Context: an optimization exercise on an open-source flow, tuned for small area. The choices shown serve that exercise and are no tape-out recipe.
In this exercise RTL edits were held to simulation tests only and were not proved equivalent to the original.
Power is estimated from default activity; no workload was simulated. The flow treats the clock pin as an ideal source, which a real chip does not have.

==> design/flow/config.mk <==
export PLATFORM = sky130hd
export DESIGN_NAME = parser_stage
export DESIGN_NICKNAME = parser_stage
export VERILOG_FILES = /design/flow/design.v
export SDC_FILE = /design/flow/constraint.sdc
export NUM_CORES = 4
export LEC_CHECK = 0
export CAP_MARGIN = 20
export CORE_MARGIN = 2
export CORE_UTILIZATION = 60
export PLACE_DENSITY = 0.7
export SLEW_MARGIN = 20
==> design/flow/constraint.sdc <==
create_clock -name core_clock -period 6.0 [get_ports {clk}]
set_input_delay 1.2000 -clock core_clock [delete_from_list [all_inputs] [get_ports {clk}]]
set_output_delay 1.2000 -clock core_clock [all_outputs]
set_load 0.01 [all_outputs]
==> design/flow/design.v <==
package parser_pkg;
	localparam int PARS_W       = 512;
	localparam int NUM_RULE     = 8;
	localparam int RULE_ADDR_W  = 3;
	localparam int PIPE_LATENCY = 5;
	typedef logic [7:0]        byte_off_t;
	typedef logic [6:0]        hdr_off_t;
	typedef logic [15:0]       field16_t;
	typedef logic [31:0]       action_t;
	typedef logic [PARS_W-1:0] pars_data_t;
	typedef struct packed {
		logic     valid;
		hdr_off_t off;
	} type_ctl_t;
	typedef struct packed {
		logic       calc;
		hdr_off_t   off;
		logic [7:0] mask;
		logic [7:0] val;
	} len_ctl_t;
	typedef struct packed {
		byte_off_t  pars_off;
		type_ctl_t  type_ctl;
		len_ctl_t   len_ctl;
		pars_data_t pars_data;
	} phv_t;
	typedef struct packed {
		logic     valid;
		field16_t key;
		field16_t mask;
		action_t  action;
	} rule_t;
	typedef rule_t [NUM_RULE-1:0] rule_arr_t;
	typedef struct packed {
		field16_t   type_fld;
		field16_t   len_fld;
		byte_off_t  pars_off;
		len_ctl_t   len_ctl;
		pars_data_t pars_data;
	} fields_t;
	typedef struct packed {
		byte_off_t  next_off;
		logic       hit;
		action_t    action;
		field16_t   type_fld;
		pars_data_t pars_data;
	} result_t;
endpackage
`timescale 1ns/100ps
module field_extract (
	input  parser_pkg::phv_t      phv_i,
	output logic [6:0]            type_at_o,
	output parser_pkg::byte_off_t next_off_o
);
	logic [63:0][7:0] b0;
	logic [8:0] t;
	logic [8:0] l1;
	logic [7:0] len_b;
	logic [7:0] len;
	logic [7:0] scaled;
	logic [7:0] add;
	parser_pkg::len_ctl_t lc;
	assign lc = phv_i.len_ctl;
	for (genvar k = 0; k < 64; k++) begin : g_bytes
		assign b0[k] = phv_i.pars_data[511-8*k -: 8];
	end
	assign t  = {1'b0, phv_i.pars_off} + {2'b00, phv_i.type_ctl.off};
	assign l1 = {1'b0, phv_i.pars_off} + {2'b00, lc.off} + 9'd1;
	assign type_at_o = (phv_i.type_ctl.valid && t[8:6] == 3'd0) ? {1'b0, t[5:0]} : 7'd64;
	assign len_b  = (l1[8:6] == 3'd0) ? b0[l1[5:0]] : 8'h00;
	assign len    = len_b & lc.mask;
	assign scaled = len << lc.val[1:0];
	assign add    = lc.calc ? scaled : lc.val;
	assign next_off_o = phv_i.pars_off + add;
endmodule
`timescale 1ns/100ps
module rule_table (
	input  logic                               clk,
	input  logic                               reset,
	input  logic                               rule_wr_i,
	input  logic                               rule_rd_i,
	input  logic [parser_pkg::RULE_ADDR_W-1:0] rule_addr_i,
	input  parser_pkg::rule_t                  rule_data_i,
	output parser_pkg::rule_t                  rule_rdata_o,
	output logic                               rule_rvalid_o,
	output logic [parser_pkg::NUM_RULE*65-1:0] rules_o
);
	logic                               wr_q;
	logic [parser_pkg::RULE_ADDR_W-1:0] addr_q;
	parser_pkg::rule_t                  wdata_q;
	logic [parser_pkg::NUM_RULE-1:0] valid_q;
	parser_pkg::field16_t            key_q [parser_pkg::NUM_RULE];
	parser_pkg::field16_t            mask_q [parser_pkg::NUM_RULE];
	parser_pkg::action_t             act_q [parser_pkg::NUM_RULE];
	always_ff @(posedge clk) begin
		wr_q    <= rule_wr_i;
		addr_q  <= rule_addr_i;
		wdata_q <= rule_data_i;
	end
	always_ff @(posedge clk or negedge reset) begin
		if (!reset) begin
			valid_q <= '0;
		end else if (wr_q) begin
			valid_q[addr_q] <= wdata_q.valid;
		end
	end
	always_ff @(posedge clk) begin
		if (wr_q) begin
			key_q[addr_q]  <= wdata_q.key;
			mask_q[addr_q] <= wdata_q.mask;
			act_q[addr_q]  <= wdata_q.action;
		end
	end
	for (genvar i = 0; i < parser_pkg::NUM_RULE; i++) begin : g_rules
		assign rules_o[65*i +: 65] = {valid_q[i], key_q[i], mask_q[i], act_q[i]};
	end
	always_comb begin
		rule_rdata_o = '0;
		for (int i = 0; i < parser_pkg::NUM_RULE; i++) begin
			rule_rdata_o = rule_rdata_o |
				({65{addr_q == i}} & rules_o[65*i +: 65]);
		end
	end
	always_ff @(posedge clk or negedge reset) begin
		if (!reset) begin
			rule_rvalid_o <= 1'b0;
		end else begin
			rule_rvalid_o <= rule_rd_i;
		end
	end
endmodule
`timescale 1ns/100ps
module type_lookup (
	input  parser_pkg::pars_data_t             data_i,
	input  logic [6:0]                         type_at_i,
	input  logic [parser_pkg::NUM_RULE*65-1:0] rules_i,
	output parser_pkg::field16_t               type_fld_o,
	input  parser_pkg::field16_t               type_fld_i,
	output logic [parser_pkg::RULE_ADDR_W-1:0] idx_o,
	output logic                               hit_o
);
	logic [64:0][7:0] b0;
	logic [32:0][7:0] b1;
	logic [16:0][7:0] b2;
	logic  [8:0][7:0] b3;
	logic  [4:0][7:0] b4;
	logic  [2:0][7:0] b5;
	logic  [1:0][7:0] b6;
	logic [parser_pkg::NUM_RULE-1:0] hitv;
	for (genvar k = 0; k < 64; k++) begin : g_bytes
		assign b0[k] = data_i[511-8*k -: 8];
	end
	assign b0[64] = 8'h00;
	for (genvar k = 0; k < 33; k++) begin : g_s32
		assign b1[k] = type_at_i[5] ? b0[k+32] : b0[k];
	end
	for (genvar k = 0; k < 17; k++) begin : g_s16
		assign b2[k] = type_at_i[4] ? b1[k+16] : b1[k];
	end
	for (genvar k = 0; k < 9; k++) begin : g_s8
		assign b3[k] = type_at_i[3] ? b2[k+8] : b2[k];
	end
	for (genvar k = 0; k < 5; k++) begin : g_s4
		assign b4[k] = type_at_i[2] ? b3[k+4] : b3[k];
	end
	for (genvar k = 0; k < 3; k++) begin : g_s2
		assign b5[k] = type_at_i[1] ? b4[k+2] : b4[k];
	end
	for (genvar k = 0; k < 2; k++) begin : g_s1
		assign b6[k] = type_at_i[0] ? b5[k+1] : b5[k];
	end
	assign type_fld_o = type_at_i[6] ? 16'h0000 : {b6[0], b6[1]};
	for (genvar i = 0; i < parser_pkg::NUM_RULE; i++) begin : g_rule
		assign hitv[i] = rules_i[65*i+64] &&
			((type_fld_i & rules_i[65*i+32 +: 16]) == rules_i[65*i+48 +: 16]);
	end
	always_comb begin
		idx_o = '0;
		for (int i = 0; i < parser_pkg::NUM_RULE; i++) begin
			if (hitv[i]) begin
				idx_o = i[parser_pkg::RULE_ADDR_W-1:0];
			end
		end
	end
	assign hit_o = |hitv;
endmodule
`timescale 1ns/100ps
module phv_assemble (
	input  logic [parser_pkg::RULE_ADDR_W-1:0] idx_i,
	input  logic                               hit_i,
	input  logic [parser_pkg::NUM_RULE*65-1:0] rules_i,
	output parser_pkg::action_t                action_o
);
	always_comb begin
		action_o = '0;
		for (int i = 0; i < parser_pkg::NUM_RULE; i++) begin
			action_o = action_o |
				({32{hit_i && idx_i == i}} & rules_i[65*i +: 32]);
		end
	end
endmodule
`timescale 1ns/100ps
module parser_stage (
	input  logic                               clk,
	input  logic                               reset,
	input  parser_pkg::phv_t                   phv_in_i,
	input  logic                               phv_in_valid_i,
	input  logic                               rule_wr_i,
	input  logic                               rule_rd_i,
	input  logic [parser_pkg::RULE_ADDR_W-1:0] rule_addr_i,
	input  parser_pkg::rule_t                  rule_data_i,
	output parser_pkg::result_t                phv_out_o,
	output logic                               phv_out_valid_o,
	output parser_pkg::rule_t                  rule_rdata_o,
	output logic                               rule_rvalid_o
);
	localparam int D = parser_pkg::PIPE_LATENCY;
	logic [parser_pkg::NUM_RULE*65-1:0] rules;
	logic [6:0]            type_at;
	parser_pkg::byte_off_t next_off;
	logic [D:1]                   valid_q;
	parser_pkg::pars_data_t       data_q [1:D];
	parser_pkg::byte_off_t        noff_q [1:D];
	logic [6:0]                   tat_q  [1:2];
	parser_pkg::field16_t               type_fld;
	logic [parser_pkg::RULE_ADDR_W-1:0] idx;
	logic                               hit;
	parser_pkg::field16_t               type_x, type3_q, type4_q, type5_q;
	logic [parser_pkg::RULE_ADDR_W-1:0] idx4_q;
	logic                               hit4_q, hit5_q;
	parser_pkg::action_t                action;
	parser_pkg::action_t                act5_q;
	field_extract u_decode (
		.phv_i      (phv_in_i),
		.type_at_o  (type_at),
		.next_off_o (next_off)
	);
	rule_table u_rules (
		.clk           (clk),
		.reset         (reset),
		.rule_wr_i     (rule_wr_i),
		.rule_rd_i     (rule_rd_i),
		.rule_addr_i   (rule_addr_i),
		.rule_data_i   (rule_data_i),
		.rule_rdata_o  (rule_rdata_o),
		.rule_rvalid_o (rule_rvalid_o),
		.rules_o       (rules)
	);
	always_ff @(posedge clk or negedge reset) begin
		if (!reset) begin
			valid_q <= '0;
		end else begin
			valid_q <= {valid_q[D-1:1], phv_in_valid_i};
		end
	end
	always_ff @(posedge clk) begin
		data_q[1] <= phv_in_i.pars_data;
		noff_q[1] <= next_off;
		tat_q[1]  <= type_at;
		for (int s = 2; s <= D; s++) begin
			data_q[s] <= data_q[s-1];
			noff_q[s] <= noff_q[s-1];
		end
		tat_q[2]  <= tat_q[1];
	end
	type_lookup u_execute (
		.data_i     (data_q[2]),
		.type_at_i  (tat_q[2]),
		.rules_i    (rules),
		.type_fld_o (type_x),
		.type_fld_i (type3_q),
		.idx_o      (idx),
		.hit_o      (hit)
	);
	phv_assemble u_result (
		.idx_i    (idx4_q),
		.hit_i    (hit4_q),
		.rules_i  (rules),
		.action_o (action)
	);
	always_ff @(posedge clk) begin
		type3_q <= type_x;
		type4_q <= type3_q;
		idx4_q  <= idx;
		hit4_q  <= hit;
		type5_q <= type4_q;
		hit5_q  <= hit4_q;
		act5_q  <= action;
	end
	assign phv_out_o       = {noff_q[D], hit5_q, act5_q, type5_q, data_q[D]};
	assign phv_out_valid_o = valid_q[D];
endmodule
==> design/flow/flow/run.sh <==
#!/bin/bash
# Standard layout with two changes: the port buffers are the smallest
# buffer, and clock tree synthesis clusters more sinks per leaf buffer
# and adds no dummy loads.
set -euo pipefail
export BUFFER_PORTS_ARGS="-buffer_cell sky130_fd_sc_hd__buf_1"
export CTS_ARGS="-sink_clustering_enable -repair_clock_nets -dont_use_dummy_load -sink_clustering_size 30 -sink_clustering_max_diameter 80"
bash standard.sh > standard.log 2>&1
==> design/flow/standard.sh <==
#!/bin/bash
# synth_recipe.tcl (not shown) runs the flow's synth.tcl, then flattens the netlist and writes it again
# the make line also repeats each setting of config.mk as NAME=value (left out here)
make -C /OpenROAD-flow-scripts/flow DESIGN_CONFIG=/design/flow/config.mk WORK_HOME=/design/flow/orfs CLKGATE_MAP_FILE= SYNTH_SCRIPT=/design/flow/synth_recipe.tcl "${@:-finish}"
==> results of run 1 <==
-- cells in the final DEF, fill, tap and decap left out, drive strengths merged, types with 5 or more instances in the layout --
master / n
ha: 28
o211ai: 8
dfrtp: 14
nor3: 18
nand2: 301
buf: 1369
nor2b: 9
a21oi: 28
a222oi: 65
nor4: 15
mux2: 211
mux2i: 67
nor2: 73
nand3: 39
diode: 46
o21ai: 26
inv: 19
mux4: 281
a22oi: 197
and2: 5
a211oi: 25
and3: 5
xor2: 102
nand4: 65
clkbuf: 139
dfxtp: 2768
nand2b: 6
edfxtp: 512
xnor2: 39
-- per-layer routing --
layer	up-vias	global-route usage [%]
met1	24500	50.0
met2	3297	55.8
met5	-	0
met3	590	9.62
li1	20900	-
met4	66	17.3
-- where the power goes --
part | switching [mW] | internal (mW)
sequential | 0.636 | 23.5
clock | 6.24 | 4.18
combinational | 1.58 | 1.03
total | 8.46 | 28.8
-- critical path, stage by stage --
cell,delay [ns]
buf_1,0.08
inv_1,0.13
ha_1,0.17
inv_1,0.05
fa_4,0.86
buf_12,0.23
mux4_2,0.34
mux2i_1,0.42
mux2i_1,0.15
mux2i_1,0.34
o32ai_1,0.24
mux2i_1,0.26
o22ai_1,0.14
ha_1,0.31
a21o_1,0.18
a21oi_1,0.20
o21bai_1,0.09
a21oi_1,0.20
nor2b_1,0.07
o21ai_0,0.20
nand2b_1,0.10
xnor2_1,0.14
xnor2_1,0.15
-- registers in the layout (all words and copies together) (netlist names), 5 cells and up --
signal,flops
u_rules.key_q,128
u_rules.wdata_q,65
noff_q,40
valid_q,5
u_rules.valid_q,8
data_q,2560
u_rules.act_q,256
type5_q,16
type4_q,16
u_rules.mask_q,128
tat_q,14
type3_q,16
act5_q,32
-- layout make-up --
cell class | instances | area, um^2
repair buffers | 1369 | 5700
diodes | 46 | 115
well taps | 1917 | 2400
clock buffers | 139 | 3480
multi-input cells | 1667 | 16600
inverters | 19 | 71.3
fillers | 10000 | 46500
flip-flops and latches | 3294 | 71200
-- stage by stage --
step	std cells	hold WS (ns)
detailed placement	8266	0.312
floorplan	5176	0.310
finish	8451	0.282
global route	8431	0.280
CTS	8405	0.280
global placement	8265	0.310
-- final timing paths --
kind,end,cells after the start
min in group asynchronous,valid_q[1]$_DFF_PN0_,1
worst min-delay path,noff_q[4][7]$_DFF_P_,0
worst max register to register,type3_q[6]$_SDFF_PP0_,7
worst min register to register,noff_q[4][7]$_DFF_P_,0
max in group asynchronous,u_rules.valid_q[4]$_DFFE_PN0P_,1
worst max-delay path,noff_q[1][7]$_DFF_P_,23
-- cell families after synthesis --
| kind of cell | after synthesis |
|---|---|
| mux | 559 |
| flops | 3294 |
| xor+xnor | 141 |
| fa+ha+maj | 31 |
| simple gates | 542 |
| buf+inv | 215 |
| compound gates | 394 |
==> run_results.csv, run 1 <==
group,metric,value,unit
timing,maxSlewViolCount,0,
timing,setup_total_negative_slack,0,ns
detailed_routing,dr.pass1.iters,8,
worst_setup_path,crit_start,"phv_in_i[528]",
detailed_routing,routed_via_density,5.84,
logic_synthesis,yosys.area_share.simple,2.70,%
finish,drive_above_1_share,12.0,%
global_route,grt_usage,36.8,%
logic_synthesis,number_of_synthesized_flops_with_an_enable_pin,512,
logic_synthesis,seq_area_frac_synth,80.3,%
place,dp_hpwl,220000,um
detailed_routing,antenna_left,0,
logic_synthesis,ys_warn_count,10,
logic_synthesis,cell_with_the_most_instances_after_synthesis,"dfxtp_1",
floorplan,initial_cell_density_of_the_core,60.6,%
place,numPortBuffers,1260,
logic_synthesis,synth.top_cells.by_count,"2768 x dfxtp_1, 512 x edfxtp_1, 301 x nand2_1",
place,globalplace.congestion,0.998,
clock_tree,htree_levels,4,
worst_setup_path,critical_path.reg2reg.startpoint,"tat_q[2][5]$_DFF_P_",
timing,layout_setup_ws,0.395,ns
place,placedInstanceArea,96000,um^2
timing,total_setup_violations_reported_at_the_end_of_the_flow,0,
worst_hold_path,worst_hold_path_type,"flop to flop",
timing,timing.fmax,178,MHz
detailed_routing,wl_met2,127000,um
logic_synthesis,postSynthCellCount,5176,
timing,timing.final.crit_share,93.4,%
logic_synthesis,yosysTopAreaCell,"dfxtp_1",
clock_tree,maximum_count_of_clock_buffers_along_a_single_path,3,
logic_synthesis,synth-adder-area-share,0.463,%
floorplan,ioPinCount,1261,
logic_synthesis,synth_nets,5832,
floorplan,dieHeight,388,um
logic_synthesis,xor_xnor_portion_of_the_synthesized_cell_area,1.43,%
timing,clock-skew-final,0.0705,ns
global_route,first_global_vias,46000,
clock_tree,numCtsBuffers,139,
power,p_leak,37.1,nW
logic_synthesis,avgSynthCellArea,17.1,um^2
logic_synthesis,synth.top_cells.by_area,"dfxtp_1 63%, edfxtp_1 17%, mux4_2 7.1%, mux2_2 2.7%, a22oi_1 1.7%",
place,placement.setup.worst_slack,-0.319,ns
status,status,"no timing/DRC/antenna violations",
clock_tree,clkLatencyLatePin,0.82,ns
logic_synthesis,synth_ff_type,"dfxtp_1",
worst_setup_path,worstPathArrival,6.28,ns
detailed_routing,met3WireLength,33800,um
worst_hold_path,worstHoldStart,"noff_q[3][7]$_DFF_P_",
detailed_routing,wirelength_met1,107000,um
global_route,grt_first_pass_wirelength,375000,um
worst_setup_path,ff2ff_setup_slack,2.47,ns
logic_synthesis,post_synth_instance_area,88600,um^2
logic_synthesis,combinational_family_with_the_most_area_after_synthesis,"multiplexers",
worst_setup_path,timing.setup.critical_path_class,"input pin to flop",
clock_tree,cts-resized-gates,0,
global_route,antenna_found_initial,121,
power,power-per-cell-area,374,nW/um^2
finish,final_design_area_no_fill,99600,um^2
timing,worstMarginPinSlew,1.31,ns
floorplan,placement_rows,140,
run,max_cap_violations,0,
detailed_routing,highest-signal-layer,"met5",
floorplan,die_area,151000,um^2
logic_synthesis,synth_largest_type_area_fraction,62.6,%
floorplan,floorplan.core_area,146000,um^2
worst_setup_path,worstSetupStartpointType,"input pin",
power,p_total,37.2,mW
clock_tree,cts_hold_buf,0,
worst_setup_path,critical_path.endpoint_type,"flop",
global_route,overflow,0,
global_route,maximum_number_of_pins_on_one_net_before_global_route_repair,85,
clock_tree,clk_pin_slew,0.10,ns
clock_tree,cts.root.buffer_cell,"clkbuf_16",
detailed_routing,drt-initial-drc-count,6161,
clock_tree,cts_tree,"done",
clock_tree,cts_post_setup_buffers_inserted,0,
floorplan,die-width,388,um
detailed_routing,drt_drc_violations_left,0,
finish,syn_to_final_growth,12.4,%
clock_tree,cts_sinks,3294,
detailed_routing,routed-via-count,49400,
logic_synthesis,synth_mux_area_share,10.6,%
finish,finish.utilization,68.2,%
logic_synthesis,synth-seq-cells,3294,
power,vdd_drop_max,0.323,mV
timing,report.final.hold_viol_count,0,
worst_setup_path,worstPathRequired,6.67,ns
detailed_routing,routed_wl,284000,um
logic_synthesis,synth_compound_gate_area_share,3.44,%
logic_synthesis,synth_async_sr_flop_share,0.425,%
timing,slew_headroom,12.2,%
timing,timing.final.crit_period,5.60,ns
detailed_routing,wl_per_cell,33.6,um
logic_synthesis,ys_types,63,
finish,final_nets,7146,
timing,rsz0062_at_grt,"false",
worst_setup_path,path_max_fanout,29,
==> inputs of run 2 (changes only) <==
--- a/design/flow/design.v
+++ b/design/flow/design.v
@@ -67,7 +67,16 @@
 	assign t  = {1'b0, phv_i.pars_off} + {2'b00, phv_i.type_ctl.off};
 	assign l1 = {1'b0, phv_i.pars_off} + {2'b00, lc.off} + 9'd1;
 	assign type_at_o = (phv_i.type_ctl.valid && t[8:6] == 3'd0) ? {1'b0, t[5:0]} : 7'd64;
-	assign len_b  = (l1[8:6] == 3'd0) ? b0[l1[5:0]] : 8'h00;
+	logic [63:0] lsel;
+	for (genvar j = 0; j < 64; j++) begin : g_dec
+		assign lsel[j] = (l1 == j);
+	end
+	always_comb begin
+		len_b = '0;
+		for (int j = 0; j < 64; j++) begin
+			len_b = len_b | ({8{lsel[j]}} & b0[j]);
+		end
+	end
 	assign len    = len_b & lc.mask;
 	assign scaled = len << lc.val[1:0];
 	assign add    = lc.calc ? scaled : lc.val;
==> run 2 against run 1 <==
Clock-buffer cell count decreased by 6. Clock power about the same. Core utilization increased by 1.0 points. Fmax decreased by 2.2%. First-iteration DRC count increased by 34%. Critical path depth increased by 4. Critical path type unchanged. Critical endpoint unchanged.
==> run_results.csv, run 2 <==
group,metric,value,unit
detailed_routing,antenna_left,0,
logic_synthesis,synth.top_cells.by_area,"dfxtp_1 63%, edfxtp_1 18%, mux4_2 3.7%, a22oi_1 2.1%, a222oi_1 1.6%",
global_route,grt_first_pass_wirelength,429000,um
logic_synthesis,ys_types,84,
place,numPortBuffers,1260,
run,max_cap_violations,0,
clock_tree,numCtsBuffers,133,
logic_synthesis,ys_warn_count,11,
timing,timing.final.crit_share,95.6,%
finish,layout_top_registers,"data_q (2560), u_rules.act_q (256)",
logic_synthesis,cell_with_the_most_instances_after_synthesis,"dfxtp_1",
logic_synthesis,seq_area_frac_synth,81.0,%
clock_tree,clk_pin_slew,0.10,ns
floorplan,floorplan.core_area,146000,um^2
worst_hold_path,worst_hold_path_type,"flop to flop",
detailed_routing,wl_per_cell,36.9,um
finish,most-common-layout-cells,"2762 x dfxtp_1, 1260 x buf_1, 512 x edfxtp_1",
timing,total_setup_violations_reported_at_the_end_of_the_flow,0,
place,place.detailed.instances,8701,
clock_tree,maximum_count_of_clock_buffers_along_a_single_path,3,
detailed_routing,routed-via-count,54700,
clock_tree,clkLatencyLatePin,0.81,ns
place,dp_hpwl,257000,um
global_route,grt_usage,42.8,%
detailed_routing,routed_via_density,6.16,
timing,slew_headroom,19.0,%
timing,finalHoldWorstSlack,0.269,ns
clock_tree,htree_levels,4,
worst_setup_path,worstPathRequired,6.71,ns
logic_synthesis,synth_nets,6068,
worst_setup_path,worstSetupStartpointType,"input pin",
timing,rsz0062_at_grt,"false",
clock_tree,cts_tree,"done",
logic_synthesis,yosysTopAreaCell,"dfxtp_1",
logic_synthesis,number_of_synthesized_flops_with_an_enable_pin,512,
global_route,overflow,0,
logic_synthesis,post_synth_instance_area,87800,um^2
clock_tree,cts.root.buffer_cell,"clkbuf_16",
status,status,"no timing/DRC/antenna violations",
detailed_routing,routed_wl,328000,um
timing,worstMarginPinSlew,1.22,ns
finish,layout.cells.most_common,"dfxtp_1",
finish,largest_register,"data_q",
floorplan,ioPinCount,1261,
finish,largest_reg_flops,2560,
place,placedInstanceArea,97200,um^2
finish,multiInputGateArea,15900,um^2
worst_setup_path,worstPathArrival,6.45,ns
floorplan,placement_rows,140,
worst_setup_path,path_max_fanout,5,
finish,final_design_area_no_fill,101000,um^2
logic_synthesis,synth_ff_type,"dfxtp_1",
finish,number_of_inserted_filler_cells_in_the_final_layout,9825,
power,p_leak,37.5,nW
global_route,first_global_vias,51200,
timing,timing.fmax,174,MHz
logic_synthesis,synth_largest_type_area_fraction,63.1,%
logic_synthesis,avgSynthCellArea,16.2,um^2
power,power-per-cell-area,371,nW/um^2
floorplan,die_area,149000,um^2
timing,clock-skew-final,0.0737,ns
detailed_routing,dr.pass1.iters,10,
global_route,antenna_found_initial,105,
finish,post_layout_nonfiller_instances,8883,
logic_synthesis,synth-seq-cells,3294,
global_route,maximum_number_of_pins_on_one_net_before_global_route_repair,85,
finish,finish.utilization,69.2,%
logic_synthesis,postSynthCellCount,5412,
finish,seq_area,71200,um^2
place,globalplace.congestion,1.07,
detailed_routing,drt-initial-drc-count,8286,
floorplan,initial_cell_density_of_the_core,60.3,%
timing,maxSlewViolCount,0,
clock_tree,cts_hold_buf,0,
finish,drive_above_1_share,10.7,%
logic_synthesis,synth_async_sr_flop_share,0.425,%
worst_setup_path,critical_path.endpoint_type,"flop",
worst_setup_path,timing.setup.critical_path_class,"input pin to flop",
detailed_routing,drt_drc_violations_left,0,
timing,report.final.hold_viol_count,0,
logic_synthesis,synth.top_cells.by_count,"2768 x dfxtp_1, 512 x edfxtp_1, 242 x a22oi_1",
timing,timing.final.crit_period,5.73,ns
floorplan,die-width,387,um
finish,final_nets,7579,
power,vdd_drop_max,0.336,mV
finish,syn_to_final_growth,14.7,%
clock_tree,cts_sinks,3294,
floorplan,dieHeight,387,um
[run 2: cell count changes in the layout (fill, tap and decap cells not counted), moves of 30 or more]
cell	change
a221o_1	+70
mux4_2	-137
nand3_1	+36
a21oi_1	+49
a22oi_1	+45
a222oi_1	+76
a22o_1	+30
mux2_2	-182
nand2_1	-84
buf_4	+224
[run 2: layout make-up]
| class | instances | share of cell area, % |
|---|---|---|
| Antenna cell | 45 | 0.112 |
| Clock buffer | 133 | 3.30 |
| Inverter | 32 | 0.120 |
| Multi-Input combinational cell | 1854 | 15.8 |
| Sequential cell | 3294 | 70.6 |
| Tap cell | 1917 | 2.38 |
| Timing Repair Buffer | 1608 | 7.64 |
[run 2: cell families (layout without fill, tap and decap cells)]
| kind of cell | count (synthesis) | in the layout | share of synthesized area, % |
|---|---|---|---|
| flops | 3294 | 3294 | 81.0 |
| compound gates | 821 | 821 | 7.42 |
| simple gates | 600 | 600 | 3.38 |
| buf+inv | 264 | 1773 | 1.24 |
| mux | 263 | 263 | 5.09 |
| xor+xnor | 139 | 139 | 1.39 |
| fa+ha+maj | 31 | 31 | 0.467 |
| other cells | 0 | 45 | 0 |
[run 2: routing by layer]
layer / share of wire (%) / routed length, um / global-route usage [%] / up-vias
met5: 0.13 / 423 / 0 / -
met1: 36 / 119000 / 54.6 / 27300
li1: - / - / - / 22600
met2: 46 / 150000 / 66.8 / 3994
met4: 6.6 / 21500 / 23.5 / 58
met3: 11 / 36800 / 11.5 / 815
[run 2: where the power goes]
part	switching, mW	internal, mW	total, mW	leakage, nW
clock	6.20	4.01	10.2	1.64
sequential	0.586	23.6	24.1	28.1
combinational	2.01	1.04	3.06	7.75
total	8.81	28.6	37.4	37.5
[run 2: worst paths after layout]
kind | slack [ns] | start | depth (start not counted) | to
min reg2reg | 0.27 | data_q[1][267]$_DFF_P_ | 0 | data_q[2][267]$_DFF_P_
max in group asynchronous | 5.00 | reset | 1 | u_rules.valid_q[6]$_DFFE_PN0P_
max | 0.27 | phv_in_i[544] | 27 | noff_q[1][7]$_DFF_P_
max reg2reg | 2.30 | tat_q[2][4]$_DFF_P_ | 5 | type3_q[14]$_SDFF_PP0_
min | 0.27 | data_q[1][267]$_DFF_P_ | 0 | data_q[2][267]$_DFF_P_
min in group asynchronous | 0.48 | reset | 1 | u_rules.valid_q[2]$_DFFE_PN0P_
[run 2: through the flow]
step           power [mW]  TNS (ns)  setup slack [ns]
4_1_cts              37.3         0             0.119
6_report             37.4         0             0.267
2_1_floorplan        25.5         0             0.157
3_5_place_dp         27.6     -2.09            -0.682
3_3_place_gp         27.5     -1.26            -0.517
5_1_grt              38.2         0            0.0132
[run 2: what timing repair did]
item,CTS,global route
setup endpoints to repair,0,2
gates resized for setup,0,11
buffers inserted,0,4
endpoints found under the hold margin,0,0
[run 2: critical path: stages]
cell and delay (ns):
buf_1 0.12, inv_1 0.09, ha_1 0.20, inv_1 0.08
fa_2 0.24, a211oi_4 0.10, nor3_1 0.63, nor2_1 0.16
buf_4 0.19, o21ai_0 0.16, or2_4 0.22, buf_4 0.20
buf_4 0.15, o22ai_1 0.09, a311o_1 0.27, or4_1 0.46
nor3_1 0.30, buf_4 0.17, o31a_1 0.16, mux2i_1 0.09
mux2_2 0.28, ha_1 0.30, inv_1 0.04, o21bai_1 0.16
a21oi_1 0.10, xnor2_1 0.17, xnor2_1 0.13
==> inputs of run 3 (changes only) <==
--- a/design/flow/design.v
+++ b/design/flow/design.v
@@ -67,16 +67,7 @@
 	assign t  = {1'b0, phv_i.pars_off} + {2'b00, phv_i.type_ctl.off};
 	assign l1 = {1'b0, phv_i.pars_off} + {2'b00, lc.off} + 9'd1;
 	assign type_at_o = (phv_i.type_ctl.valid && t[8:6] == 3'd0) ? {1'b0, t[5:0]} : 7'd64;
-	logic [63:0] lsel;
-	for (genvar j = 0; j < 64; j++) begin : g_dec
-		assign lsel[j] = (l1 == j);
-	end
-	always_comb begin
-		len_b = '0;
-		for (int j = 0; j < 64; j++) begin
-			len_b = len_b | ({8{lsel[j]}} & b0[j]);
-		end
-	end
+	assign len_b  = (l1[8:6] == 3'd0) ? b0[l1[5:0]] : 8'h00;
 	assign len    = len_b & lc.mask;
 	assign scaled = len << lc.val[1:0];
 	assign add    = lc.calc ? scaled : lc.val;
==> design/flow/run.sh (new file) <==
#!/bin/bash
# synth_recipe.tcl (not shown) runs the flow's synth.tcl, then flattens the netlist and writes it again
# the make line also repeats each setting of config.mk as NAME=value (left out here)
make -C /OpenROAD-flow-scripts/flow DESIGN_CONFIG=/design/flow/config.mk WORK_HOME=/design/flow/orfs CLKGATE_MAP_FILE= SYNTH_SCRIPT=/design/flow/synth_recipe.tcl finish
--- a/design/flow/config.mk
+++ b/design/flow/config.mk
@@ -8,5 +8,7 @@
 export CAP_MARGIN = 20
 export CORE_MARGIN = 2
 export CORE_UTILIZATION = 60
+export CTS_CLUSTER_DIAMETER = 80
+export CTS_CLUSTER_SIZE = 30
 export PLACE_DENSITY = 0.7
 export SLEW_MARGIN = 20
removed: design/flow/flow/run.sh
removed: design/flow/standard.sh
==> run 3 against run 2 <==
Global-route usage decreased by 4.0 points. Sequential power about the same. Register-to-register slack about the same. Core utilization up 4.9 points. Non-clock buffer count is 221 lower. Fmax is 2.7% higher. Clock power up 9.8%. Sequential cell count did not move. Cell area grew 7.5%. Synthesized area up 0.85%. Critical path type unchanged. Critical endpoint unchanged. Largest power group unchanged. Highest routed layer unchanged.
==> run_results.csv, run 3 <==
group,metric,value,unit
place,numPortBuffers,1260,
logic_synthesis,synth_ff_type,"dfxtp_1",
timing,finalHoldWorstSlack,0.320,ns
worst_hold_path,worst_hold_path_type,"flop to flop",
finish,multiInputGateArea,16600,um^2
clock_tree,cts_tree,"done",
logic_synthesis,synth.top_cells.by_count,"2768 x dfxtp_1, 512 x edfxtp_1, 301 x nand2_1",
logic_synthesis,synth-seq-cells,3294,
logic_synthesis,synth_nets,5832,
clock_tree,maximum_count_of_clock_buffers_along_a_single_path,3,
clock_tree,cts-resized-gates,0,
clock_tree,clkLatencyLatePin,0.80,ns
run,max_cap_violations,0,
power,p_leak,40.8,nW
worst_setup_path,timing.setup.critical_path_class,"input pin to flop",
place,globalplace.congestion,0.998,
finish,number_of_inserted_filler_cells_in_the_final_layout,9088,
finish,drive_above_1_share,12.7,%
power,power-per-cell-area,357,nW/um^2
place,dp_hpwl,232000,um
logic_synthesis,postSynthCellCount,5176,
clock_tree,numCtsBuffers,136,
timing,setup_total_negative_slack,0,ns
logic_synthesis,synth_async_sr_flop_share,0.425,%
logic_synthesis,synth.top_cells.by_area,"dfxtp_1 63%, edfxtp_1 17%, mux4_2 7.1%, mux2_2 2.7%, a22oi_1 1.7%",
worst_setup_path,worstPathRequired,6.69,ns
timing,maxSlewViolCount,0,
finish,finish.utilization,74.1,%
global_route,maximum_number_of_pins_on_one_net_before_global_route_repair,71,
worst_setup_path,crit_slowest_cell,"fa_4",
clock_tree,cts_hold_buf,0,
global_route,grt_first_pass_wirelength,395000,um
timing,timing.final.crit_share,93.1,%
detailed_routing,dr.pass1.iters,9,
timing,report.final.hold_viol_count,0,
status,status,"no timing/DRC/antenna violations",
detailed_routing,antenna_left,0,
timing,total_setup_violations_reported_at_the_end_of_the_flow,0,
floorplan,die-width,388,um
logic_synthesis,yosysTopAreaCell,"dfxtp_1",
detailed_routing,wl_per_cell,34.9,um
clock_tree,clk_pin_slew,0.10,ns
finish,final_design_area_no_fill,108000,um^2
floorplan,placement_rows,140,
timing,timing.final.crit_period,5.58,ns
timing,clock-skew-final,0.0280,ns
logic_synthesis,ys_types,63,
detailed_routing,routed-via-count,49900,
worst_setup_path,critical_path.cell_chain,"clkdlybuf4s50_1 > inv_1 > ha_1 > inv_1 > fa_4 > buf_4 > mux4_2 > nand2_1 > nand4_1 > nand4_1 > o32ai_1 > mux2i_1 > o22ai_1 > ha_1 > a21o_1 > a21oi_1 > o21bai_1 > a21oi_1 > nor2b_1 > o21ai_0 > nand2b_1 > xnor2_1 > xnor2_1",
logic_synthesis,ys_warn_count,10,
clock_tree,cts.root.buffer_cell,"clkbuf_16",
worst_setup_path,worstSetupStartpointType,"input pin",
detailed_routing,drt_drc_violations_left,0,
floorplan,floorplan.core_area,146000,um^2
logic_synthesis,seq_area_frac_synth,80.3,%
logic_synthesis,post_synth_instance_area,88600,um^2
timing,layout_setup_ws,0.417,ns
timing,timing.fmax,179,MHz
floorplan,initial_cell_density_of_the_core,60.6,%
detailed_routing,routed_via_density,5.84,
timing,worstMarginPinSlew,1.24,ns
clock_tree,htree_levels,4,
detailed_routing,routed_wl,298000,um
clock_tree,cts_sinks,3294,
floorplan,dieHeight,388,um
finish,seq_area,71200,um^2
place,placement.setup.worst_slack,-0.420,ns
logic_synthesis,avgSynthCellArea,17.1,um^2
finish,largest_reg_flops,2560,
logic_synthesis,number_of_synthesized_flops_with_an_enable_pin,512,
finish,post_layout_nonfiller_instances,8550,
timing,rsz0062_at_grt,"false",
global_route,overflow,0,
logic_synthesis,synth_largest_type_area_fraction,62.6,%
global_route,first_global_vias,47900,
clock_tree,cts_post_setup_buffers_inserted,0,
floorplan,die_area,151000,um^2
finish,final_nets,7161,
floorplan,ioPinCount,1261,
worst_setup_path,max_stage_delay,0.84,ns
place,placedInstanceArea,104000,um^2
power,p_total,38.6,mW
worst_setup_path,worstPathArrival,6.27,ns
finish,layout.cells.most_common,"dfxtp_1",
finish,syn_to_final_growth,22.3,%
place,place.detailed.instances,8284,
finish,layout_top_registers,"data_q (2560), u_rules.act_q (256)",
global_route,antenna_found_initial,125,
worst_setup_path,critical_path.endpoint_type,"flop",
logic_synthesis,cell_with_the_most_instances_after_synthesis,"dfxtp_1",
global_route,grt_usage,38.8,%
power,vdd_drop_max,0.297,mV
finish,most-common-layout-cells,"2761 x dfxtp_1, 1260 x clkdlybuf4s50_1, 512 x edfxtp_1",
worst_setup_path,path_max_fanout,20,
timing,slew_headroom,16.6,%
detailed_routing,drt-initial-drc-count,6342,
finish,largest_register,"data_q",
[run 3: cell types whose count changed in the layout (fill, tap and decap cells not counted), sizes merged, moves of 30 or more]
cell	change
buf	-1481
clkdlybuf4s50	+1260
mux2	+182
mux4	+137
nand2	+84
a222oi	-76
a221o	-70
a21oi	-51
a22oi	-46
clkbuf	+39
nand3	-39
a22o	-30
[run 3: kinds of logic after synthesis]
logic type / Yosys count / share of synthesized area [%]
DFF: 3294 / 80.3
muxes: 559 / 10.6
and+or+nand+nor: 542 / 2.70
AOI/OAI and AO/OA: 394 / 3.44
buffers and inverters: 215 / 1.05
xor gates and xnor gates: 141 / 1.43
adders and majority gates: 31 / 0.463
[run 3: per-layer routing]
layer | share of wire, % | up-vias | track usage [%]
li1 | - | 21000 | -
met1 | 37 | 24900 | 49.7
met2 | 46 | 3215 | 60.0
met3 | 12 | 636 | 11.9
met4 | 5.9 | 72 | 19.6
met5 | 0.15 | - | 0
[run 3: final cells by class]
cell class	instances	share of cell area [%]
inverters	19	0.0659
diodes	66	0.152
clock buffers	172	3.48
repair buffers	1387	12.7
well taps	1917	2.21
multi-input cells	1667	15.4
flip-flops and latches	3294	65.7
clock inverters	28	0.330
[run 3: power by group]
part	switching, mW	internal, mW
sequential	0.629	23.5
combinational	1.62	1.63
clock	6.61	4.60
[run 3: worst max-delay path, delay by kind of cell]
kind	cells	cell delay, ns
adders and majority gates	3	1.26
muxes	2	0.51
buffers and inverters	4	0.91
xor gates and xnor gates	2	0.28
AOI/OAI and AO/OA	7	1.61
and+or+nand+nor	5	0.48
[run 3: worst paths after layout]
| path | startpoint | to | slack (ns) | cells past startpoint |
|---|---|---|---|---|
| setup reg to reg | tat_q[2][5]$_DFF_P_ | type3_q[5]$_SDFF_PP0_ | 2.29 | 9 |
| hold reg to reg | data_q[3][398]$_DFF_P_ | data_q[4][398]$_DFF_P_ | 0.32 | 0 |
| hold / removal | data_q[3][398]$_DFF_P_ | data_q[4][398]$_DFF_P_ | 0.32 | 0 |
| setup / recovery | phv_in_i[544] | noff_q[1][7]$_DFF_P_ | 0.42 | 23 |
| min in group asynchronous | reset | valid_q[4]$_DFF_PN0_ | 0.84 | 1 |
| max in group asynchronous | reset | u_rules.valid_q[5]$_DFFE_PN0P_ | 4.64 | 1 |
==> inputs of run 4 (changes only) <==
--- a/design/flow/design.v
+++ b/design/flow/design.v
@@ -50,7 +50,7 @@
 module field_extract (
 	input  parser_pkg::phv_t      phv_i,
 	output logic [6:0]            type_at_o,
-	output parser_pkg::byte_off_t next_off_o
+	output parser_pkg::byte_off_t len_add_o
 );
 	logic [63:0][7:0] b0;
 	logic [8:0] t;
@@ -67,11 +67,20 @@
 	assign t  = {1'b0, phv_i.pars_off} + {2'b00, phv_i.type_ctl.off};
 	assign l1 = {1'b0, phv_i.pars_off} + {2'b00, lc.off} + 9'd1;
 	assign type_at_o = (phv_i.type_ctl.valid && t[8:6] == 3'd0) ? {1'b0, t[5:0]} : 7'd64;
-	assign len_b  = (l1[8:6] == 3'd0) ? b0[l1[5:0]] : 8'h00;
+	logic [63:0] lsel;
+	for (genvar j = 0; j < 64; j++) begin : g_dec
+		assign lsel[j] = (l1 == j);
+	end
+	always_comb begin
+		len_b = '0;
+		for (int j = 0; j < 64; j++) begin
+			len_b = len_b | ({8{lsel[j]}} & b0[j]);
+		end
+	end
 	assign len    = len_b & lc.mask;
 	assign scaled = len << lc.val[1:0];
 	assign add    = lc.calc ? scaled : lc.val;
-	assign next_off_o = phv_i.pars_off + add;
+	assign len_add_o = add;
 endmodule
 `timescale 1ns/100ps
 module rule_table (
@@ -151,25 +160,24 @@
 		assign b0[k] = data_i[511-8*k -: 8];
 	end
 	assign b0[64] = 8'h00;
-	for (genvar k = 0; k < 33; k++) begin : g_s32
-		assign b1[k] = type_at_i[5] ? b0[k+32] : b0[k];
-	end
-	for (genvar k = 0; k < 17; k++) begin : g_s16
-		assign b2[k] = type_at_i[4] ? b1[k+16] : b1[k];
-	end
-	for (genvar k = 0; k < 9; k++) begin : g_s8
-		assign b3[k] = type_at_i[3] ? b2[k+8] : b2[k];
-	end
-	for (genvar k = 0; k < 5; k++) begin : g_s4
-		assign b4[k] = type_at_i[2] ? b3[k+4] : b3[k];
-	end
-	for (genvar k = 0; k < 3; k++) begin : g_s2
-		assign b5[k] = type_at_i[1] ? b4[k+2] : b4[k];
-	end
-	for (genvar k = 0; k < 2; k++) begin : g_s1
-		assign b6[k] = type_at_i[0] ? b5[k+1] : b5[k];
-	end
-	assign type_fld_o = type_at_i[6] ? 16'h0000 : {b6[0], b6[1]};
+	logic [7:0] ta, tb;
+	logic [8:0][7:0] ts;
+	for (genvar j = 0; j < 8; j++) begin : g_dec
+		assign ta[j] = (type_at_i[6:3] == j);
+		assign tb[j] = (type_at_i[2:0] == j);
+	end
+	always_comb begin
+		ts = '0;
+		for (int a = 0; a < 8; a++) begin
+			for (int k = 0; k < 9; k++) begin
+				ts[k] = ts[k] | ({8{ta[a]}} & b0[(8*a+k > 64) ? 64 : 8*a+k]);
+			end
+		end
+		type_fld_o = '0;
+		for (int k = 0; k < 8; k++) begin
+			type_fld_o = type_fld_o | ({16{tb[k]}} & {ts[k], ts[k+1]});
+		end
+	end
 	for (genvar i = 0; i < parser_pkg::NUM_RULE; i++) begin : g_rule
 		assign hitv[i] = rules_i[65*i+64] &&
 			((type_fld_i & rules_i[65*i+32 +: 16]) == rules_i[65*i+48 +: 16]);
@@ -217,10 +225,11 @@
 	localparam int D = parser_pkg::PIPE_LATENCY;
 	logic [parser_pkg::NUM_RULE*65-1:0] rules;
 	logic [6:0]            type_at;
-	parser_pkg::byte_off_t next_off;
+	parser_pkg::byte_off_t len_add;
+	parser_pkg::byte_off_t off1_q, add1_q;
 	logic [D:1]                   valid_q;
 	parser_pkg::pars_data_t       data_q [1:D];
-	parser_pkg::byte_off_t        noff_q [1:D];
+	parser_pkg::byte_off_t        noff_q [2:D];
 	logic [6:0]                   tat_q  [1:2];
 	parser_pkg::field16_t               type_fld;
 	logic [parser_pkg::RULE_ADDR_W-1:0] idx;
@@ -233,7 +242,7 @@
 	field_extract u_decode (
 		.phv_i      (phv_in_i),
 		.type_at_o  (type_at),
-		.next_off_o (next_off)
+		.len_add_o  (len_add)
 	);
 	rule_table u_rules (
 		.clk           (clk),
@@ -255,10 +264,14 @@
 	end
 	always_ff @(posedge clk) begin
 		data_q[1] <= phv_in_i.pars_data;
-		noff_q[1] <= next_off;
+		off1_q    <= phv_in_i.pars_off;
+		add1_q    <= len_add;
+		noff_q[2] <= off1_q + add1_q;
 		tat_q[1]  <= type_at;
 		for (int s = 2; s <= D; s++) begin
 			data_q[s] <= data_q[s-1];
+		end
+		for (int s = 3; s <= D; s++) begin
 			noff_q[s] <= noff_q[s-1];
 		end
 		tat_q[2]  <= tat_q[1];
==> design/flow/flow/run.sh (new file) <==
#!/bin/bash
# Standard layout with two changes: the port buffers are the smallest
# buffer, and clock tree synthesis clusters more sinks per leaf buffer
# and adds no dummy loads.
set -euo pipefail
export BUFFER_PORTS_ARGS="-buffer_cell sky130_fd_sc_hd__buf_1"
export CTS_ARGS="-sink_clustering_enable -repair_clock_nets -dont_use_dummy_load -sink_clustering_size 30 -sink_clustering_max_diameter 100"
bash standard.sh > standard.log 2>&1
==> design/flow/standard.sh (new file) <==
#!/bin/bash
# synth_recipe.tcl (not shown) runs the flow's synth.tcl, then flattens the netlist and writes it again
# the make line also repeats each setting of config.mk as NAME=value (left out here)
make -C /OpenROAD-flow-scripts/flow DESIGN_CONFIG=/design/flow/config.mk WORK_HOME=/design/flow/orfs CLKGATE_MAP_FILE= SYNTH_SCRIPT=/design/flow/synth_recipe.tcl "${@:-finish}"
--- a/design/flow/config.mk
+++ b/design/flow/config.mk
@@ -8,7 +8,5 @@
 export CAP_MARGIN = 20
 export CORE_MARGIN = 2
 export CORE_UTILIZATION = 60
-export CTS_CLUSTER_DIAMETER = 80
-export CTS_CLUSTER_SIZE = 30
 export PLACE_DENSITY = 0.7
 export SLEW_MARGIN = 20
removed: design/flow/run.sh
==> run 4 against run 3 <==
Still clean. Die area shrank 1.3%. Via count grew 15%. Critical path depth shrank 18. Global-route usage up 7.8 points. Sequential power hardly changed. First-iteration DRC count up 38%. Register-to-register slack worse by 0.72 ns. Clock power decreased by 13%. Clock skew rose by 0.093 ns. Final cell count is 3.8% higher. Sequential cell count rose by 8. Power shrank 5.1%. Largest power group unchanged.
==> run_results.csv, run 4 <==
group,metric,value,unit
timing,timing.final.crit_share,91.3,%
worst_setup_path,crit-reg2reg-capture,"u_rules.act_q[1][25]$_DFFE_PP_",
power,vdd_drop_max,0.329,mV
worst_setup_path,critPathTopFamily,"buffers and inverters",
worst_setup_path,critical_path.reg2reg.startpoint,"u_rules.addr_q[2]$_DFF_P_",
worst_setup_path,ff2ff_path_depth,5,
floorplan,die-width,386,um
logic_synthesis,number_of_synthesized_flops_with_an_enable_pin,512,
place,numPortBuffers,1260,
global_route,grt_first_pass_wirelength,456000,um
logic_synthesis,cell_with_the_most_instances_after_synthesis,"dfxtp_1",
clock_tree,clkLatencyLatePin,0.82,ns
clock_tree,maximum_count_of_clock_buffers_along_a_single_path,3,
floorplan,die_area,149000,um^2
finish,layout.cells.most_common,"dfxtp_1",
worst_setup_path,worstPathArrival,4.28,ns
logic_synthesis,synth.top_cells.by_count,"2776 x dfxtp_1, 525 x a22oi_1, 512 x edfxtp_1",
worst_setup_path,crit_slowest_cell,"o21ai_0",
global_route,grt_usage,46.5,%
timing,worstMarginPinSlew,1.30,ns
logic_synthesis,avgSynthCellArea,15.5,um^2
power,power-per-cell-area,373,nW/um^2
finish,layout_top_registers,"data_q (2560), u_rules.act_q (256)",
floorplan,initial_cell_density_of_the_core,60.2,%
power,p_leak,36.1,nW
detailed_routing,routed_via_density,6.46,
worst_setup_path,ff2ff_setup_slack,1.57,ns
worst_hold_path,worstHoldStart,"data_q[3][277]$_DFF_P_",
worst_setup_path,worstSetupStartpointType,"flop",
finish,largest_register,"data_q",
floorplan,dieHeight,386,um
global_route,maximum_number_of_pins_on_one_net_before_global_route_repair,82,
global_route,first_global_vias,51800,
detailed_routing,dr.pass1.iters,10,
logic_synthesis,synth-seq-cells,3302,
timing,finalHoldWorstSlack,0.230,ns
worst_setup_path,max_stage_delay,0.98,ns
detailed_routing,routed-via-count,57300,
clock_tree,numCtsBuffers,121,
worst_setup_path,crit_start,"u_rules.addr_q[2]$_DFF_P_",
finish,syn_to_final_growth,12.4,%
clock_tree,cts_post_setup_buffers_inserted,0,
timing,setup_total_negative_slack,0,ns
worst_setup_path,critical_path.cell_chain,"inv_2 > buf_4 > a221oi_1 > o21ai_0 > buf_1",
power,p_total,36.7,mW
detailed_routing,routed_wl,356000,um
clock_tree,htree_levels,3,
logic_synthesis,post_synth_instance_area,87400,um^2
timing,report.final.hold_viol_count,0,
timing,slew_headroom,13.5,%
logic_synthesis,seq_area_frac_synth,81.5,%
finish,largest_reg_flops,2560,
worst_hold_path,worst_hold_path_type,"flop to flop",
timing,timing.final.crit_period,5.48,ns
worst_setup_path,worstPathRequired,4.80,ns
timing,clock-skew-final,0.121,ns
detailed_routing,drt-initial-drc-count,8748,
logic_synthesis,postSynthCellCount,5651,
place,dp_hpwl,276000,um
logic_synthesis,synth.top_cells.by_area,"dfxtp_1 64%, edfxtp_1 18%, a22oi_1 4.5%, a222oi_1 1.4%, nand4_1 1.1%",
clock_tree,cts.root.buffer_cell,"clkbuf_16",
detailed_routing,antenna_left,0,
logic_synthesis,yosysTopAreaCell,"dfxtp_1",
worst_setup_path,worstPathBufferInverterCount,3,
worst_setup_path,timing.setup.critical_path_class,"flop to primary output",
finish,most-common-layout-cells,"2775 x dfxtp_1, 1260 x buf_1, 525 x a22oi_1",
finish,final_nets,7550,
logic_synthesis,synth_nets,6307,
place,placement.setup.worst_slack,0.116,ns
timing,maxSlewViolCount,0,
global_route,antenna_found_initial,107,
clock_tree,cts_hold_buf,0,
worst_setup_path,critical_path.endpoint_type,"primary output",
logic_synthesis,synth_largest_type_area_fraction,63.6,%
worst_setup_path,critPathCapture,"rule_rdata_o[3]",
clock_tree,cts-resized-gates,0,
run,max_cap_violations,0,
timing,timing.fmax,183,MHz
floorplan,floorplan.core_area,145000,um^2
logic_synthesis,synth_async_sr_flop_share,0.424,%
logic_synthesis,ys_warn_count,11,
timing,rsz0062_at_grt,"false",
worst_setup_path,path_max_fanout,50,
floorplan,ioPinCount,1261,
timing,layout_setup_ws,0.524,ns
place,place.detailed.instances,8688,
finish,drive_above_1_share,5.67,%
global_route,overflow,0,
finish,post_layout_nonfiller_instances,8871,
place,globalplace.congestion,1.04,
clock_tree,cts_tree,"done",
logic_synthesis,ys_types,91,
status,status,"no timing/DRC/antenna violations",
clock_tree,cts_sinks,3302,
detailed_routing,drt_drc_violations_left,0,
logic_synthesis,synth_ff_type,"dfxtp_1",
detailed_routing,wl_per_cell,40.2,um
timing,total_setup_violations_reported_at_the_end_of_the_flow,0,
floorplan,placement_rows,140,
clock_tree,clk_pin_slew,0.11,ns
worst_setup_path,cp.depth,5,
-- run 4: changes by cell type in the layout (fill, tap and decap cells not counted), sizes merged, moves of 39 or more --
| cell | change |
|---|---|
| a222oi | +60 |
| a221oi | +104 |
| clkdlybuf4s50 | -1260 |
| a22oi | +328 |
| clkbuf | -51 |
| mux4 | -281 |
| nand4 | +88 |
| mux2 | -162 |
| nand2 | -92 |
| o21ai | +61 |
| buf | +1253 |
| nand3 | +39 |
-- run 4: per-stage QoR --
stage                     area [um^2]  util (%)
after floorplan                 87400         -
after global placement          94900      65.4
after detailed placement        95100      65.5
after CTS                       98100      67.6
after global routing            98200      67.6
final                           98300      67.7
-- run 4: report_power, final --
part	total, mW	switching [mW]	internal [mW]
Clock	9.77	6.15	3.62
Combinational	2.64	1.94	0.704
Sequential	24.2	0.626	23.6
-- run 4: cell type report --
cell class,count,area [um^2]
Inverter,36,135
Timing Repair Buffer,1380,5880
Antenna cell,62,155
Clock buffer,121,3030
Sequential cell,3302,71300
Fill cell,10300,46900
Multi-Input combinational cell,2053,15400
Tap cell,1917,2400
-- run 4: cells by family (layout without fill, tap and decap cells) --
family                   Yosys count  in the layout  share of synthesized area, %
other                              0             62                             0
AND/OR/NAND/NOR                  655            655                          3.83
XOR/XNOR                         142            142                          1.43
flip-flops                      3302           3302                          81.5
multiplexers                      89             89                          1.09
adder cells (fa/ha/maj)           31             31                         0.469
buffers and inverters            296           1537                          1.41
AO/OA/AOI/OAI                   1136           1136                          10.2
-- run 4: how the worst min path moves through the flow --
stage / end / slack [ns] / depth (start not counted)
2_1_floorplan: data_q[2][0]$_DFF_P_ / 0.31 / 0
3_3_place_gp: data_q[2][360]$_DFF_P_ / 0.31 / 0
3_5_place_dp: data_q[4][109]$_DFF_P_ / 0.31 / 0
4_1_cts: data_q[4][277]$_DFF_P_ / 0.24 / 0
5_1_grt: data_q[5][394]$_DFF_P_ / 0.24 / 0
6_report: data_q[4][277]$_DFF_P_ / 0.23 / 0
-- run 4: metal layers --
metal	vias to the layer above	global-route usage, %	wire length [um]
li1	23100	-	-
met1	28400	57.9	124000
met2	4652	69.0	154000
met3	1096	14.1	45900
met4	56	33.9	32200
met5	-	0	356
==> inputs of run 5 (changes only) <==
--- a/design/flow/config.mk
+++ b/design/flow/config.mk
@@ -5,8 +5,8 @@
 export SDC_FILE = /design/flow/constraint.sdc
 export NUM_CORES = 4
 export LEC_CHECK = 0
-export CAP_MARGIN = 20
+export CAP_MARGIN = 10
 export CORE_MARGIN = 2
 export CORE_UTILIZATION = 60
 export PLACE_DENSITY = 0.7
-export SLEW_MARGIN = 20
+export SLEW_MARGIN = 10
==> run 5 against run 4 <==
Highest routed layer unchanged. Sequential share of layout area is 0.092 points higher. Cell area is 0.13% lower. Sequential power hardly changed. Synthesized cell count stayed put. Fmax is 0.61% higher. Clock-buffer cell count stayed put. Non-clock buffer count is 6 lower. Critical path depth is 8 higher. Global-route usage is 0.17 points lower. Final cell count hardly changed. Clock power hardly changed. Register-to-register slack better by 0.03 ns.
==> run_results.csv, run 5 <==
group,metric,value,unit
logic_synthesis,synth.top_cells.by_count,"2776 x dfxtp_1, 525 x a22oi_1, 512 x edfxtp_1",
detailed_routing,routed_wl,355000,um
timing,slew_headroom,5.51,%
global_route,grt_usage,46.4,%
logic_synthesis,synth_largest_type_area_fraction,63.6,%
timing,setup_total_negative_slack,0,ns
place,dp_hpwl,275000,um
logic_synthesis,synth_nets,6307,
clock_tree,cts.root.buffer_cell,"clkbuf_16",
floorplan,die-width,386,um
finish,final_design_area_no_fill,98200,um^2
timing,rsz0062_at_grt,"false",
logic_synthesis,ys_warn_count,11,
global_route,first_global_vias,51900,
detailed_routing,dr.pass1.iters,10,
worst_setup_path,path_max_fanout,30,
floorplan,floorplan.core_area,145000,um^2
detailed_routing,antenna_left,0,
worst_setup_path,cp.depth,13,
clock_tree,cts_sinks,3302,
clock_tree,cts_post_setup_buffers_inserted,0,
clock_tree,cts_tree,"done",
worst_setup_path,ff2ff_path_depth,5,
worst_setup_path,critical_path.cell_chain,"buf_1 > ha_1 > xor2_1 > nand2_1 > nand3_4 > buf_12 > a222oi_1 > a2bb2oi_1 > nand4_1 > a221oi_1 > a41oi_1 > and4_1 > a221o_1",
timing,finalHoldWorstSlack,0.254,ns
floorplan,ioPinCount,1261,
floorplan,placement_rows,140,
global_route,overflow,0,
clock_tree,cts-resized-gates,0,
finish,largest_reg_flops,2560,
detailed_routing,drt_drc_violations_left,0,
logic_synthesis,synth_ff_type,"dfxtp_1",
timing,maxSlewViolCount,0,
detailed_routing,routed-via-count,57100,
clock_tree,clk_pin_slew,0.11,ns
power,vdd_drop_max,0.349,mV
logic_synthesis,synth_async_sr_flop_share,0.424,%
finish,drive_above_1_share,5.59,%
clock_tree,maximum_count_of_clock_buffers_along_a_single_path,3,
logic_synthesis,postSynthCellCount,5651,
finish,layout.cells.most_common,"dfxtp_1",
logic_synthesis,cell_with_the_most_instances_after_synthesis,"dfxtp_1",
clock_tree,clkLatencyLatePin,0.85,ns
worst_setup_path,worstPathArrival,6.13,ns
logic_synthesis,post_synth_instance_area,87400,um^2
timing,report.final.hold_viol_count,0,
global_route,maximum_number_of_pins_on_one_net_before_global_route_repair,82,
timing,timing.fmax,184,MHz
finish,layout_top_registers,"data_q (2560), u_rules.act_q (256)",
logic_synthesis,synth.top_cells.by_area,"dfxtp_1 64%, edfxtp_1 18%, a22oi_1 4.5%, a222oi_1 1.4%, nand4_1 1.1%",
worst_setup_path,critPathTopFamily,"compound AO/OA/AOI/OAI gates",
logic_synthesis,synth-seq-cells,3302,
run,max_cap_violations,0,
floorplan,dieHeight,386,um
power,p_leak,36.0,nW
worst_setup_path,crit_start,"phv_in_i[547]",
worst_setup_path,crit_slowest_cell,"ha_1",
worst_setup_path,worstSetupStartpointType,"input pin",
timing,timing.final.crit_share,90.7,%
worst_setup_path,critPathCapture,"add1_q[2]$_DFF_P_",
clock_tree,cts_hold_buf,0,
worst_setup_path,critical_path.endpoint_type,"flop",
worst_setup_path,max_stage_delay,0.97,ns
logic_synthesis,number_of_synthesized_flops_with_an_enable_pin,512,
logic_synthesis,yosysTopAreaCell,"dfxtp_1",
detailed_routing,drt-initial-drc-count,8827,
finish,most-common-layout-cells,"2775 x dfxtp_1, 1260 x buf_1, 525 x a22oi_1",
global_route,grt_first_pass_wirelength,454000,um
detailed_routing,wl_per_cell,40.0,um
timing,clock-skew-final,0.131,ns
logic_synthesis,seq_area_frac_synth,81.5,%
finish,largest_register,"data_q",
worst_setup_path,timing.setup.critical_path_class,"input pin to flop",
timing,worstMarginPinSlew,1.42,ns
logic_synthesis,avgSynthCellArea,15.5,um^2
worst_hold_path,worst_hold_path_type,"flop to flop",
logic_synthesis,ys_types,91,
place,numPortBuffers,1260,
clock_tree,htree_levels,3,
global_route,antenna_found_initial,111,
floorplan,initial_cell_density_of_the_core,60.2,%
timing,total_setup_violations_reported_at_the_end_of_the_flow,0,
floorplan,die_area,149000,um^2
place,placedInstanceArea,94900,um^2
worst_setup_path,worstPathRequired,6.69,ns
place,globalplace.congestion,1.04,
clock_tree,numCtsBuffers,121,
status,status,"no timing/DRC/antenna violations",
worst_setup_path,critical_path.reg2reg.startpoint,"u_rules.addr_q[2]$_DFF_P_",
power,power-per-cell-area,374,nW/um^2
finish,final_nets,7544,
worst_setup_path,crit-reg2reg-capture,"u_rules.act_q[1][11]$_DFFE_PP_",
finish,syn_to_final_growth,12.3,%
timing,timing.final.crit_period,5.44,ns
worst_setup_path,worstPathBufferInverterCount,2,
detailed_routing,routed_via_density,6.43,
worst_setup_path,ff2ff_setup_slack,1.60,ns
==> run 5: metrics by stage <==
step	setup WS (ns)	power (mW)	cells	util (%)
4_1_cts	0.789	36.4	8803	67.5
3_5_place_dp	0.118	27.2	8682	65.4
6_report	0.557	36.7	8878	67.6
2_1_floorplan	0.373	25.4	5651	-
5_1_grt	0.623	37.4	8828	67.5
3_3_place_gp	0.153	27.2	8682	65.4
==> run 5: cell families after synthesis <==
group | share of synthesized area, %
compound gates | 10.2
xor+xnor | 1.43
fa+ha+maj | 0.469
buf+inv | 1.41
flops | 81.5
mux | 1.09
simple gates | 3.83
==> run 5: worst reg2reg max path: cells and delay by family, from the launching register on <==
kind | cells | cell delay (ns)
buffers and inverters | 3 | 2.11
flip-flops | 1 | 0.55
AND/OR/NAND/NOR | 2 | 1.32
==> run 5: worst min path at each step <==
stage / startpoint / endpoint / slack (ns) / cells past startpoint
global route: data_q[4][394]$_DFF_P_ / data_q[5][394]$_DFF_P_ / 0.25 / 0
finish: data_q[4][394]$_DFF_P_ / data_q[5][394]$_DFF_P_ / 0.25 / 0
floorplan: data_q[1][0]$_DFF_P_ / data_q[2][0]$_DFF_P_ / 0.31 / 0
detailed placement: data_q[3][211]$_DFF_P_ / data_q[4][211]$_DFF_P_ / 0.31 / 0
global placement: data_q[1][360]$_DFF_P_ / data_q[2][360]$_DFF_P_ / 0.31 / 0
CTS: data_q[4][394]$_DFF_P_ / data_q[5][394]$_DFF_P_ / 0.25 / 0
==> run 5: area by class of cell <==
type / instances / area (um^2)
diodes: 75 / 188
clock buffers: 121 / 3030
multi-input cells: 2053 / 15400
inverters: 36 / 135
well taps: 1917 / 2400
fillers: 10300 / 47100
repair buffers: 1374 / 5720
flip-flops and latches: 3302 / 71300
==> run 5: power by group <==
part	internal, mW	total, mW	switching (mW)	leakage, nW
Sequential	23.6	24.2	0.628	28.2
Clock	3.62	9.80	6.18	1.49
Combinational	0.704	2.64	1.93	6.33
Total	27.9	36.7	8.74	36.0
==> run 5: routing by layer <==
metal / global-route usage (%) / share of wire (%) / up-vias
li1: - / - / 23100
met4: 35.8 / 9.4 / 44
met1: 57.5 / 35 / 28400
met5: 0 / 0.092 / -
met3: 14.4 / 12 / 1054
met2: 67.9 / 43 / 4517
==> inputs of run 6 (changes only) <==
--- a/design/flow/design.v
+++ b/design/flow/design.v
@@ -67,16 +67,7 @@
 	assign t  = {1'b0, phv_i.pars_off} + {2'b00, phv_i.type_ctl.off};
 	assign l1 = {1'b0, phv_i.pars_off} + {2'b00, lc.off} + 9'd1;
 	assign type_at_o = (phv_i.type_ctl.valid && t[8:6] == 3'd0) ? {1'b0, t[5:0]} : 7'd64;
-	logic [63:0] lsel;
-	for (genvar j = 0; j < 64; j++) begin : g_dec
-		assign lsel[j] = (l1 == j);
-	end
-	always_comb begin
-		len_b = '0;
-		for (int j = 0; j < 64; j++) begin
-			len_b = len_b | ({8{lsel[j]}} & b0[j]);
-		end
-	end
+	assign len_b  = (l1[8:6] == 3'd0) ? b0[l1[5:0]] : 8'h00;
 	assign len    = len_b & lc.mask;
 	assign scaled = len << lc.val[1:0];
 	assign add    = lc.calc ? scaled : lc.val;
@@ -149,12 +140,6 @@
 	output logic                               hit_o
 );
 	logic [64:0][7:0] b0;
-	logic [32:0][7:0] b1;
-	logic [16:0][7:0] b2;
-	logic  [8:0][7:0] b3;
-	logic  [4:0][7:0] b4;
-	logic  [2:0][7:0] b5;
-	logic  [1:0][7:0] b6;
 	logic [parser_pkg::NUM_RULE-1:0] hitv;
 	for (genvar k = 0; k < 64; k++) begin : g_bytes
 		assign b0[k] = data_i[511-8*k -: 8];
==> run 6 against run 5 <==
Still clean on timing, DRC and antenna. Fmax increased by 4.2%. Clock-buffer cell count decreased by 1. Clock skew decreased by 0.074 ns. Cell area decreased by 0.75%. Via count decreased by 9.5%. Sequential power about the same. Power decreased by 0.65%. Non-clock buffer count decreased by 43. First-iteration DRC count decreased by 13%. Sequential share of layout area increased by 0.55 points. Critical endpoint is now rule_rdata_o[5].
==> run_results.csv, run 6 <==
group,metric,value,unit
worst_setup_path,critical_path.endpoint_type,"primary output",
finish,multiInputGateArea,15100,um^2
worst_setup_path,critical_path.cell_chain,"inv_1 > ha_4 > buf_4 > a222oi_1 > mux2i_1 > a221o_1 > buf_1",
logic_synthesis,synth_largest_type_area_fraction,63.7,%
clock_tree,cts_hold_buf,0,
clock_tree,cts-resized-gates,0,
timing,slew_headroom,12.9,%
worst_setup_path,worstSetupStartpointType,"flop",
power,power.internal,28.0,mW
finish,syn_to_final_growth,11.8,%
floorplan,dieHeight,385,um
worst_setup_path,max_stage_delay,0.80,ns
floorplan,die_area,148000,um^2
power,switchingPower,8.40,mW
finish,drive_above_1_share,5.87,%
logic_synthesis,postSynthCellCount,5257,
timing,worstMarginPinSlew,1.30,ns
clock_tree,cts_tree,"done",
detailed_routing,dr.pass1.iters,13,
logic_synthesis,synth_nets,5913,
floorplan,floorplan.core_area,144000,um^2
finish,finish.utilization,67.7,%
timing,setup_total_negative_slack,0,ns
status,status,"no timing/DRC/antenna violations",
clock_tree,cts.root.buffer_cell,"clkbuf_16",
detailed_routing,routed_via_density,6.12,
worst_hold_path,worstHoldStart,"data_q[2][289]$_DFF_P_",
timing,timing.final.crit_share,87.1,%
worst_hold_path,worst_hold_path_type,"flop to flop",
finish,layout.cells.most_common,"dfxtp_1",
timing,finalHoldWorstSlack,0.286,ns
timing,timing.final.crit_period,5.22,ns
power,switching_fraction,23.0,%
timing,total_setup_violations_reported_at_the_end_of_the_flow,0,
floorplan,ioPinCount,1261,
logic_synthesis,synth_ff_type,"dfxtp_1",
logic_synthesis,ys_types,82,
detailed_routing,routed-via-count,51700,
finish,number_of_inserted_filler_cells_in_the_final_layout,10100,
clock_tree,clk_pin_slew,0.11,ns
finish,largest_register,"data_q",
global_route,grt_usage,41.1,%
clock_tree,clkLatencyLatePin,0.78,ns
timing,maxSlewViolCount,0,
global_route,maximum_number_of_pins_on_one_net_before_global_route_repair,93,
clock_tree,numCtsBuffers,120,
run,max_cap_violations,0,
global_route,overflow,0,
global_route,antenna_found_initial,91,
detailed_routing,wl_per_cell,37.0,um
worst_setup_path,crit_slowest_cell,"ha_4",
floorplan,placement_rows,139,
power,p_total,36.4,mW
power,comb_power_share,6.7,%
floorplan,initial_cell_density_of_the_core,60.6,%
clock_tree,cts_post_setup_buffers_inserted,0,
finish,most-common-layout-cells,"2774 x dfxtp_1, 1260 x buf_1, 512 x edfxtp_1",
logic_synthesis,avgSynthCellArea,16.6,um^2
timing,rsz0062_at_grt,"false",
power,vdd_drop_max,0.303,mV
logic_synthesis,cell_with_the_most_instances_after_synthesis,"dfxtp_1",
logic_synthesis,seq_area_frac_synth,81.8,%
worst_setup_path,critical_path.reg2reg.startpoint,"tat_q[2][3]$_DFF_P_",
logic_synthesis,number_of_synthesized_flops_with_an_enable_pin,512,
timing,clock-skew-final,0.0574,ns
floorplan,die-width,385,um
logic_synthesis,post_synth_instance_area,87200,um^2
clock_tree,cts_sinks,3302,
finish,final_nets,7144,
finish,seq_area,71300,um^2
detailed_routing,drt_drc_violations_left,0,
==> run 6: stage by stage <==
| step | area, um^2 | cells |
|---|---|---|
| 6_report | 97400 | 8443 |
| 5_1_grt | 97300 | 8404 |
| 4_1_cts | 97300 | 8388 |
| 3_5_place_dp | 94300 | 8268 |
| 3_3_place_gp | 94300 | 8267 |
| 2_1_floorplan | 87200 | 5257 |
==> run 6: worst paths after layout <==
check / endpoint / slack, ns / depth (start not counted)
hold / removal: data_q[3][289]$_DFF_P_ / 0.29 / 0
max in group asynchronous: u_rules.valid_q[5]$_DFFE_PN0P_ / 4.99 / 1
setup reg to reg: type3_q[9]$_DFF_P_ / 2.51 / 10
setup / recovery: rule_rdata_o[5] / 0.78 / 7
min in group asynchronous: valid_q[1]$_DFF_PN0_ / 0.49 / 1
hold reg to reg: data_q[3][289]$_DFF_P_ / 0.29 / 0
==> run 6: power groups by stage <==
stage | Sequential, mW | Combinational [mW] | Clock (mW)
2_1_floorplan | 24.5 | 1.09 | 0
3_3_place_gp | 24.7 | 2.36 | 0
4_1_cts | 24.2 | 2.38 | 9.74
5_1_grt | 24.3 | 2.49 | 10.5
6_report | 24.3 | 2.43 | 9.75
3_5_place_dp | 24.7 | 2.37 | 0
==> run 6: kinds of logic (layout without fill, tap and decap cells) <==
| kind of cell | Yosys count | after routing | share of synthesized area (%) |
|---|---|---|---|
| buf+inv | 246 | 1475 | 1.21 |
| other cells | 0 | 54 | 0 |
| mux | 286 | 286 | 5.19 |
| simple gates | 516 | 516 | 2.91 |
| compound gates | 734 | 734 | 6.96 |
| flops | 3302 | 3302 | 81.8 |
| xor+xnor | 142 | 142 | 1.47 |
| fa+ha+maj | 31 | 31 | 0.471 |
==> run 6: cell type report <==
cell class | count | share of cell area [%]
sequential | 3302 | 73.2
antenna | 54 | 0.139
timing repair buffer | 1331 | 5.51
multi-input combinational | 1709 | 15.5
inverter | 24 | 0.0938
tap | 1903 | 2.44
clock buffer | 120 | 3.08
==> run 6: metal layers <==
layer  vias to the layer above  wire length (um)  global-route usage, %
met5                         -               347                      0
met4                        50             28400                   31.3
met3                       802             34200                   10.2
met2                      3621            140000                   62.8
met1                     25700            109000                   50.5
li1                      21500                 -                      -
